This is an optimization exercise on Yosys and OpenROAD, whose aim is a short achievable clock period and few clock cycles per item, not a production implementation. Function was checked by simulation only, so behaviour that the tests miss may differ from the original. The clock port is modelled as an ideal driver; clocking choices that lean on that would not hold on a real chip. Power figures rest on the tool's default switching activity, not on a simulated workload.

Setup of 02-18:
==> flow/design.v (excerpt) <==
module cpu_top (
    input  logic            clk,
    input  logic            rst_n,
    output logic            wb_cyc,
    output logic            wb_stb,
    output logic            wb_we,
    output cpu_pkg::word_t  wb_adr,
    output cpu_pkg::word_t  wb_dat_o,
    input  cpu_pkg::word_t  wb_dat_i,
    input  logic            wb_ack
);
For scale: ~4,600 cells after synthesis, ~1,100 flip-flops, ~100 I/O pins.
Settings: LEC_CHECK=0, ABC_CLOCK_PERIOD_IN_PS=2000, CAP_MARGIN=20, CORE_MARGIN=2, CORE_UTILIZATION=55, CTS_CLUSTER_DIAMETER=60, CTS_CLUSTER_SIZE=25, SETUP_SLACK_MARGIN=3.7, SLEW_MARGIN=20; clock period 6.0 ns.
run.sh (not shown) runs the stock make flow with config.mk's settings and CLKGATE_MAP_FILE= SYNTH_SCRIPT=/design/flow/synth_recipe.tcl, a recipe that flattens the netlist after the stock synthesis.
Testbench counts of 02-18, summed over its fixed seeds: cycles 19,517, instructions 12,288.
For 07-07, these inputs were changed with respect to 02-18:
--- a/flow/design.v
+++ b/flow/design.v
@@ -179,15 +179,19 @@
                     regs[i] <= wb_dat_i;
             end
         end
     end
     always_ff @(posedge clk or negedge rst_n) begin
         if (!rst_n) begin
             wb_cyc   <= 1'b0;
+            wb_stb   <= 1'b0;
             b_idle   <= 1'b1;
+            wb_we    <= 1'b0;
+            wb_adr   <= '0;
+            wb_dat_o <= '0;
             b_ld     <= 1'b0;
             b_fetch  <= 1'b0;
             b_kill   <= 1'b0;
             b_w1h    <= '0;
             pc_f     <= cpu_pkg::word_t'(0);
             occ      <= '0;
             taken    <= 1'b0;
@@ -199,15 +203,19 @@
             x3_v     <= 1'b0;
             x3_mem   <= 1'b0;
             x3_l1h   <= '0;
             x3_d1h   <= '0;
         end else begin
             wb_cyc <= !free || issue_data || issue_fetch;
             if (free) begin
+                wb_stb   <= issue_data || issue_fetch;
                 b_idle   <= !(issue_data || issue_fetch);
+                wb_we    <= issue_data && x3_st;
+                wb_adr   <= x3_mem ? x3_ea : pc_f;
+                wb_dat_o <= st_data;
                 b_ld     <= issue_data && x3_ld;
                 b_fetch  <= issue_fetch;
                 b_kill   <= 1'b0;
                 b_w1h    <= issue_data ? x3_d1h : '0;
             end else if ((x3_l1h & b_w1h) != '0) begin
                 b_kill   <= 1'b1;
             end
@@ -229,35 +237,14 @@
             if (x3_out) begin
                 x3_v   <= x2_v;
                 x3_mem <= x2_v && (x2_ld || x2_st);
                 x3_l1h <= (x2_v && x2_ldi) ? dec1h(x2_ra) : '0;
                 x3_d1h <= (x2_v && x2_ld)  ? dec1h(x2_ra) : '0;
             end
         end
-    end
-    cpu_pkg::word_t adr_h, dat_h;
-    logic           we_h;
-    cpu_pkg::word_t adr_n;
-    assign adr_n = x3_mem ? x3_ea : pc_f;
-    always_ff @(posedge clk or negedge rst_n) begin
-        if (!rst_n) begin
-            adr_h <= '0;
-            dat_h <= '0;
-            we_h  <= 1'b0;
-        end else if (free) begin
-            adr_h <= adr_n;
-            dat_h <= st_data;
-            we_h  <= issue_data && x3_st;
-        end
-    end
-    always_ff @(posedge clk) begin
-        wb_adr   <= free ? adr_n : adr_h;
-        wb_dat_o <= free ? st_data : dat_h;
-        wb_we    <= free ? (issue_data && x3_st) : we_h;
-        wb_stb   <= !free || issue_data || issue_fetch;
     end
     always_ff @(posedge clk) begin
         if (free) b_ra <= x3_ra;
         for (int i = 0; i < QD; i++) if (f_done && iq_wp[i]) iq[i] <= fin;
         if (ir_load) begin
             {ir_nop, ir_st, ir_ldi, ir_ld, ir_ra, ir_rb, ir_off} <= ir_nxt;
             ir_rbz  <= ir_nxt_rb == '0;
- Relative to 02-18, the mean area per synthesized cell of 07-07 is lower by about 1.2%.
- Relative to 02-18, the met1 layer wirelength in the final routing of 07-07 is higher by 1.7%.
- 07-07 vs 02-18 — number of global-route vias before repair climbed slightly
- Sequential cell area share was higher in 02-18 than in 07-07.
- Between 02-18 and 07-07, the final-layout non-clock buffer area share does not differ in any meaningful way.
- Count of clock buffers in the final design in 07-07 is 2 below 02-18.
- met2 layer wire length in the routed design for 07-07: about 4.7% up relative to 02-18
- On cell depth of the worst min-delay path, 07-07 and 02-18 are basically level.
Testbench counts of 07-07, summed over its fixed seeds: cycles 19,517, instructions 12,288.

========
== JK ==
Another version of the RTL of cpu_top (not shown whole).
For scale: roughly 4700 cells after synthesis, ~100 I/O pins, ~0.053 mm² of cells after synthesis.
export LEC_CHECK = 0
export ABC_CLOCK_PERIOD_IN_PS = 2000
export CAP_MARGIN = 20
export CORE_MARGIN = 2
export CORE_UTILIZATION = 55
export CTS_CLUSTER_DIAMETER = 60
export CTS_CLUSTER_SIZE = 25
export SETUP_SLACK_MARGIN = 3.7
export SLEW_MARGIN = 20
create_clock -name core_clock -period 6.0 [get_ports {clk}]
standard.sh (not shown) runs the stock make flow with config.mk's settings and CLKGATE_MAP_FILE= SYNTH_SCRIPT=/design/flow/synth_recipe.tcl, a recipe that flattens the netlist after the stock synthesis.
==> flow/flow/run.sh <==
#!/bin/bash
# Own layout flow: the standard flow, with the top of the clock tree rebuilt
# after CTS so that the clock port drives 4 root buffers that drive the leaf
# buffers directly (one level less than the standard tree). The resizer may
# swap gates for any cell of the same function (MATCH_CELL_FOOTPRINT=0). Each
# tool writes its full output to a log file of its own in the work folder.
set -euo pipefail
HERE="$(cd "$(dirname "${BASH_SOURCE[0]}")" && pwd)"
WORK="$(pwd)"
RES="$WORK/orfs/results/$FLOW_PLATFORM/cpu_top/base"

bash standard.sh cts MATCH_CELL_FOOTPRINT=0 > "$WORK/flow_standard_to_cts.log" 2>&1

CTS_ODB="$RES/4_cts.odb" CLK_NET=clk \
    openroad -no_init -exit "$HERE/clktop_run.tcl" > "$WORK/flow_clktop.log" 2>&1
grep -q "clktop: root q" "$WORK/flow_clktop.log"
# the CTS result is newer than its inputs, so make continues from it
touch "$RES/4_cts.odb" "$RES/4_cts.sdc"

bash standard.sh finish MATCH_CELL_FOOTPRINT=0 > "$WORK/flow_standard_finish.log" 2>&1
test -f "$WORK/out/final.def"
Other scripts of this flow, unchanged in this note and not shown: flow/flow/clktop.tcl, flow/flow/clktop_run.tcl
Every stage of the flow completed for JK, and the final layout passed the timing, design-rule and antenna checks.
Testbench counts of JK, summed over its fixed seeds: cycles 19,517, instructions 12,288.
Here is what was changed in the inputs of MS compared with JK.
--- a/flow/design.v
+++ b/flow/design.v
@@ -17,21 +17,21 @@
     input  logic            rst_n,
     output logic            wb_cyc,
     output logic            wb_stb,
     output logic            wb_we,
     output cpu_pkg::word_t  wb_adr,
     output cpu_pkg::word_t  wb_dat_o,
     input  cpu_pkg::word_t  wb_dat_i,
     input  logic            wb_ack
 );
     localparam int NR = 16;
-    localparam int QD = 5;
+    localparam int QD = 6;
     localparam int OW = 19;
     localparam int HW = 32 - 19;
     localparam int LA = 10;         
     localparam int LB = OW - LA;    
     localparam int IW = 4 + 2*4 + OW;
     function automatic logic [NR-1:0] dec1h(input logic [4-1:0] r);
         for (int i = 0; i < NR; i++) dec1h[i] = (r == i);
     endfunction
     logic              b_idle;    
     logic              b_ld;      
@@ -119,33 +119,33 @@
     logic haz, x1_adv, x1_pop, ir_load, ir_take;
     logic x1_adv_0, x1_adv_1, ir_load_0, ir_load_1, ir_take_0, ir_take_1;
     assign haz = !ir_rbz && ((x2_v && (x2_ld || x2_ldi) && (x2_ra == ir_rb)) ||
                              (x3_v && (x3_ld || x3_ldi) && (x3_ra == ir_rb)) ||
                              (b_ld && (b_ra == ir_rb)));
     assign x1_adv_0  = ir_v && !ir_nop && x2_out_0 && !haz;
     assign x1_adv_1  = ir_v && !ir_nop && !haz;
     assign ir_load_0 = !ir_v || ir_nop || (x2_out_0 && !haz);
     assign ir_load_1 = !ir_v || ir_nop || !haz;
     assign ir_take_0 = ir_load_0 && !iq_empty;
-    assign ir_take_1 = ir_load_1 && (!iq_empty || b_fetch);
+    assign ir_take_1 = ir_load_1 && !iq_empty;
     assign x1_adv  = wb_ack ? x1_adv_1  : x1_adv_0;
     assign x1_pop  = ir_v && (ir_nop || (x2_out && !haz));
     assign ir_load = wb_ack ? ir_load_1 : ir_load_0;
     assign ir_take = wb_ack ? ir_take_1 : ir_take_0;
     logic [IW-1:0]     ir_nxt;
     cpu_pkg::reg_idx_t ir_nxt_rb;
     logic [IW-1:0]     iq_hd;
     always_comb begin
         iq_hd = '0;
         for (int i = 0; i < QD; i++) iq_hd = iq_hd | (iq[i] & {IW{iq_rp[i]}});
     end
-    assign ir_nxt    = iq_empty ? fin : iq_hd;
+    assign ir_nxt    = iq_hd;
     assign ir_nxt_rb = ir_nxt[22:19];
     logic [OW-1:0] a_g, a_p;
     logic [LA-1:0] ga, pa, ga2, pa2;
     logic [LB-1:0] gb, pb, gb2, pb2;
     logic          off_s;
     logic [HW-1:0] hb;
     logic [HW-1:0] h_all1, h_all0;    
     always_comb begin
         a_g = x2_g;
         a_p = x2_p;
@@ -231,21 +231,21 @@
             end
             if (issue_fetch) begin
                 pc_f  <= pc_f1;
                 pc_f1 <= pc_f1 + cpu_pkg::word_t'(1);
             end
             taken <= ir_take;
             if (issue_fetch && !taken)
                 occ <= {occ[QD-2:0], 1'b1};
             else if (taken && !issue_fetch)
                 occ <= {1'b0, occ[QD-1:1]};
-            if (f_done && !(ir_load && iq_empty)) begin
+            if (f_done) begin
                 iq_wp  <= {iq_wp[QD-2:0], iq_wp[QD-1]};
                 iq_val <= (iq_val | iq_wp) & ~((ir_load && !iq_empty) ? iq_rp : '0);
             end else if (ir_load && !iq_empty) begin
                 iq_val <= iq_val & ~iq_rp;
             end
             if (ir_load && !iq_empty) iq_rp <= {iq_rp[QD-2:0], iq_rp[QD-1]};
             if (ir_load) ir_v <= ir_take;
             if (x2_out) x2_v <= x1_adv;
             if (x3_out) begin
                 x3_v   <= x2_v;
## What came out
- MS: flow completed, timing, DRC and antenna clean
- JK went all the way through the flow, and no timing, DRC or antenna check failed.
- From MS to JK, critical path depth did not move at all.
- Against JK, MS reports a clock group share of total power that is higher.
- Total vias in the final route grows slightly when moving from JK to MS.
- | cell area | MS vs JK | worse |
- Sort MS and JK by initial antenna violation count asc -> top: JK
- MS ends up with a post-route total power that is 3.4% lower than in JK.
- Setup slack of the critical path after layout: MS < JK
Testbench counts of MS, summed over its fixed seeds: cycles 19,584, instructions 12,288.

-- static timing again, ports no longer ideal --
How much do the figures lean on ideal ports? The routed layouts below were timed once more, with nothing changed but the port constraints.
Step 1: set_driving_cell puts a clkbuf_16 on clk and a buf_2 on each other input, an assumption about the parent block.
Step 2 also shifts input and output timing later by t, the mid clock arrival at the registers, as if the neighbouring blocks saw the same clock.
a / b / c = no drivers / after step 1 / after step 2; a / b = the first two.
run | shift t [ns] | setup WS [ns] | worst data-port slew with drivers (ns)
02-18 | 0.761 | 3.596 / 3.526 / 2.971 | 0.08
07-07 | 0.766 | 3.429 / 3.408 / 2.970 | 0.14
JK | 0.741 | 3.665 / 3.569 / 3.072 | 0.08
MS | 0.758 | 3.616 / 3.523 / 3.063 | 0.07
After both steps setup and hold are still met in every run listed. The setup slack of 02-18, which loses most, moves by -0.070 ns with the drivers and by -0.625 ns with both steps.
